Background: an optimization exercise with open tools, aiming at small area. Do not read the settings as production practice. Function was checked by simulation only, so behaviour that the tests miss may differ from the original. No activity file was given, so power comes from the tool's default toggle rates.

Design pu_sequencer, start of the top module:
module pu_sequencer #(
   parameter int WIDTH = 32,
   parameter int LEN   = 8,
   parameter int ROWS  = 4
) (
   input  logic                             clk,
   input  logic                             rst,
   input  logic                             wr_en,
   input  logic                             wr_sel,
   input  logic [$clog2(ROWS*LEN)-1:0]      wr_addr,
   input  logic [WIDTH-1:0]                 wr_data,
   input  logic                             start,
   output logic                             busy,
   output logic                             done,
   output logic                             pu_en,
   output logic [WIDTH-1:0]                 pu_x1, pu_x2, pu_x3, pu_x4,
   output logic [WIDTH-1:0]                 pu_w1, pu_w2, pu_w3, pu_w4,
   input  logic [WIDTH-1:0]                 pu_data,
   output logic                             out_valid,
   output logic [((ROWS > 1) ? $clog2(ROWS) : 1)-1:0] out_row,
   output logic [WIDTH-1:0]                 out_data
);
export LEC_CHECK = 0
export CAP_MARGIN = 10
export CORE_MARGIN = 2
export CORE_UTILIZATION = 70
export SLEW_MARGIN = 10
export SYNTH_HIERARCHICAL = 1
create_clock -name core_clock -period 5.0 [get_ports {clk}]
standard.sh (not shown) runs the stock make flow with config.mk's settings and CLKGATE_MAP_FILE= SYNTH_SCRIPT=/design/flow/synth_recipe.tcl, a recipe that flattens the netlist after the stock synthesis.
==> flow/flow/run.sh <==
#!/bin/bash
# The standard layout, with the port buffers made from the smallest plain
# buffer, a clock tree with larger sink clusters and no dummy loads, and
# the slack-driven downsizing after global routing turned on.
set -euo pipefail
export BUFFER_PORTS_ARGS="-buffer_cell sky130_fd_sc_hd__buf_1"
export CTS_ARGS="-sink_clustering_enable -repair_clock_nets -dont_use_dummy_load -sink_clustering_size 28 -sink_clustering_max_diameter 60 -buf_list {sky130_fd_sc_hd__clkbuf_16}"
export RECOVER_POWER=100
bash standard.sh > standard_flow.log 2>&1
The baseline finished but failed the layout checks on max-capacitance violations, max-slew violations.
Next try:
==> flow/flow/run.sh (replaced) <==
#!/bin/bash
# The standard layout, with the port buffers made from the smallest plain
# buffer instead of the flow's default choice.
set -euo pipefail
export BUFFER_PORTS_ARGS="-buffer_cell sky130_fd_sc_hd__buf_1"
bash standard.sh > standard_flow.log 2>&1
Settings changed: CAP_MARGIN 10 to 20, CORE_UTILIZATION 70 to 60, CTS_BUF_LIST set to sky130_fd_sc_hd__clkbuf_4 sky130_fd_sc_hd__clkbuf_8, SLEW_MARGIN 10 to 20.
=>
- The new run produced a clean layout
- synthesized area does not change
- sequential power hardly moves
- setup slack improved by 0.11 ns


exp/indigo:
pu_sequencer again, from the RTL that the note above started with.
Settings: LEC_CHECK=0, CAP_MARGIN=10, CORE_MARGIN=2, CORE_UTILIZATION=70, PLACE_DENSITY=0.9, SLEW_MARGIN=10, SYNTH_HIERARCHICAL=1; clock period 5.0 ns.
==> flow/flow/run.sh <==
#!/bin/bash
# The standard layout, with the port buffers made from the smallest plain
# buffer, and a clock tree with larger sink clusters and no dummy loads.
set -euo pipefail
export BUFFER_PORTS_ARGS="-buffer_cell sky130_fd_sc_hd__buf_1"
export CTS_ARGS="-sink_clustering_enable -repair_clock_nets -dont_use_dummy_load -sink_clustering_size 30 -sink_clustering_max_diameter 70 -buf_list {sky130_fd_sc_hd__clkbuf_16}"
bash standard.sh > standard_flow.log 2>&1
Input-level comparison between exp/sierra and exp/indigo:
-- flow/flow/run.sh --
<<< exp/indigo, line 6
export CTS_ARGS="-sink_clustering_enable -repair_clock_nets -dont_use_dummy_load -sink_clustering_size 30 -sink_clustering_max_diameter 70 -buf_list {sky130_fd_sc_hd__clkbuf_16}"
>>> exp/sierra, line 6
export CTS_ARGS="-sink_clustering_enable -repair_clock_nets -dont_use_dummy_load -sink_clustering_size 24 -sink_clustering_max_diameter 80 -buf_list {sky130_fd_sc_hd__clkbuf_8 sky130_fd_sc_hd__clkbuf_16}"
-- flow/config.mk --
<<< exp/indigo, line 10
export CORE_UTILIZATION = 70
export PLACE_DENSITY = 0.9
export SLEW_MARGIN = 10
>>> exp/sierra, line 10
export CORE_UTILIZATION = 75
export SLEW_MARGIN = 0
Notes after the runs:
- exp/sierra was carried through to the last stage, and its layout satisfied the timing, DRC and antenna checks.
- Compared to exp/indigo, exp/sierra was floorplanned on a smaller die.
- Looking at met3 global-route usage, exp/sierra sits 1.9 points below exp/indigo.
- Number of rows in the core area (exp/sierra over exp/indigo): decrease, about 3%
- exp/sierra vs. exp/indigo: clock group share of total power picked up an extra 1.0 points; post-route worst hold slack picked up an extra 6.2 ps.
- Looking at average vias per placed instance, exp/sierra sits 0.14 below exp/indigo.
The inputs of exp/onyx differ from those of exp/sierra as listed below.
-- flow/config.mk --
<<< exp/sierra, line 10
export CORE_UTILIZATION = 75
export SLEW_MARGIN = 0
>>> exp/onyx, line 10
export CORE_UTILIZATION = 70
export SLEW_MARGIN = 10
--- outcome ---
exp/onyx ended with every stage complete and zero timing, DRC or antenna violations. When exp/onyx is set beside exp/sierra, its overall power of the completed layout turns out to be 0.41% smaller. Of exp/onyx and exp/sierra, it is exp/onyx that has the higher met1 routed wirelength after detailed routing. Looking at HPWL after detailed placement, exp/onyx sits above exp/sierra. Power dissipated in combinational cells, exp/onyx and exp/sierra, higher one = exp/sierra. After synthesis and placement, the instance count of exp/onyx is above that of exp/sierra. Looking at final period utilization across exp/onyx and exp/sierra, the one that comes out lower is exp/sierra. Achievable clock frequency: exp/onyx vs exp/sierra down 4.0%. Between exp/onyx and exp/sierra, the wire length figures differ only marginally.
The following lists how exp/cedar was set up differently from exp/onyx:
==> flow/run.sh (new file) <==
#!/bin/bash
# synth_recipe.tcl (not shown) runs the flow's synth.tcl, then flattens the netlist and writes it again
# the make line also repeats each setting of config.mk as NAME=value (left out here)
make -C /OpenROAD-flow-scripts/flow DESIGN_CONFIG=/design/flow/config.mk WORK_HOME=/design/flow/orfs CLKGATE_MAP_FILE= SYNTH_SCRIPT=/design/flow/synth_recipe.tcl finish
-- flow/config.mk --
<<< exp/onyx, line 8
export CAP_MARGIN = 10
>>> exp/cedar, line 8
export CAP_MARGIN = 20
<<< exp/onyx, line 10
export CORE_UTILIZATION = 70
export SLEW_MARGIN = 10
>>> exp/cedar, line 10
export CORE_UTILIZATION = 60
export CTS_BUF_LIST = sky130_fd_sc_hd__clkbuf_4 sky130_fd_sc_hd__clkbuf_8
export SLEW_MARGIN = 20
removed: flow/flow/run.sh
removed: flow/standard.sh
Results
When exp/cedar is measured against exp/onyx, its detailed-routing wirelength on met1 turns out about 11% higher. exp/onyx vs exp/cedar, launching instance or port of the critical path: seq[0] vs seq[1]. Final cell count, exp/cedar vs exp/onyx: up by a little under 10%. On worst slack after detailed placement: between exp/onyx and exp/cedar, it ends up higher for exp/onyx. exp/cedar: flow complete, layout not clean; failing: negative setup slack. Total wirelength of the detailed-routed design grows by a little under 10% when moving from exp/onyx to exp/cedar. Going from exp/onyx to exp/cedar, total power grows by 0.0051 W. exp/onyx leaves more setup margin than exp/cedar.

-- separate check: timing with driven ports --
Ports are ideal in the flow. The routed layouts listed here were re-timed in OpenROAD. Step 1: set_driving_cell puts a clkbuf_16 on clk and a buf_2 on each other input, an assumption about the parent block. Step 2 adds t to the input delays and takes it off the output delays; t is the mean of the earliest and latest rising clock arrival at the registers after step 1. Input paths then give back, and output paths get back, about the clock's delay inside the block. Slacks: ideal ports / drivers / drivers and shift; pairs: ideal ports / drivers.
run	t (ns)	setup slack, ns	latest minus earliest clock arrival (ns)	worst data-port slew with drivers (ns)
the first run of note 1	0.692	0.122 / 0.053 / 0.110	0.066 / 0.066	0.15
the second run of note 1	0.913	0.233 / 0.163 / 1.014	0.051 / 0.050	0.16
exp/indigo	0.721	0.249 / 0.180 / 0.871	0.079 / 0.079	0.16
exp/sierra	0.728	0.317 / 0.249 / 0.978	0.076 / 0.077	0.13
exp/onyx	0.732	0.122 / 0.054 / 0.787	0.075 / 0.075	0.14
exp/cedar	0.910	-0.026 / -0.093 / 0.800	0.072 / 0.072	0.18
For the first run of note 1, which loses most, drivers alone change the setup slack by -0.069 ns; drivers and shift together by -0.012 ns.
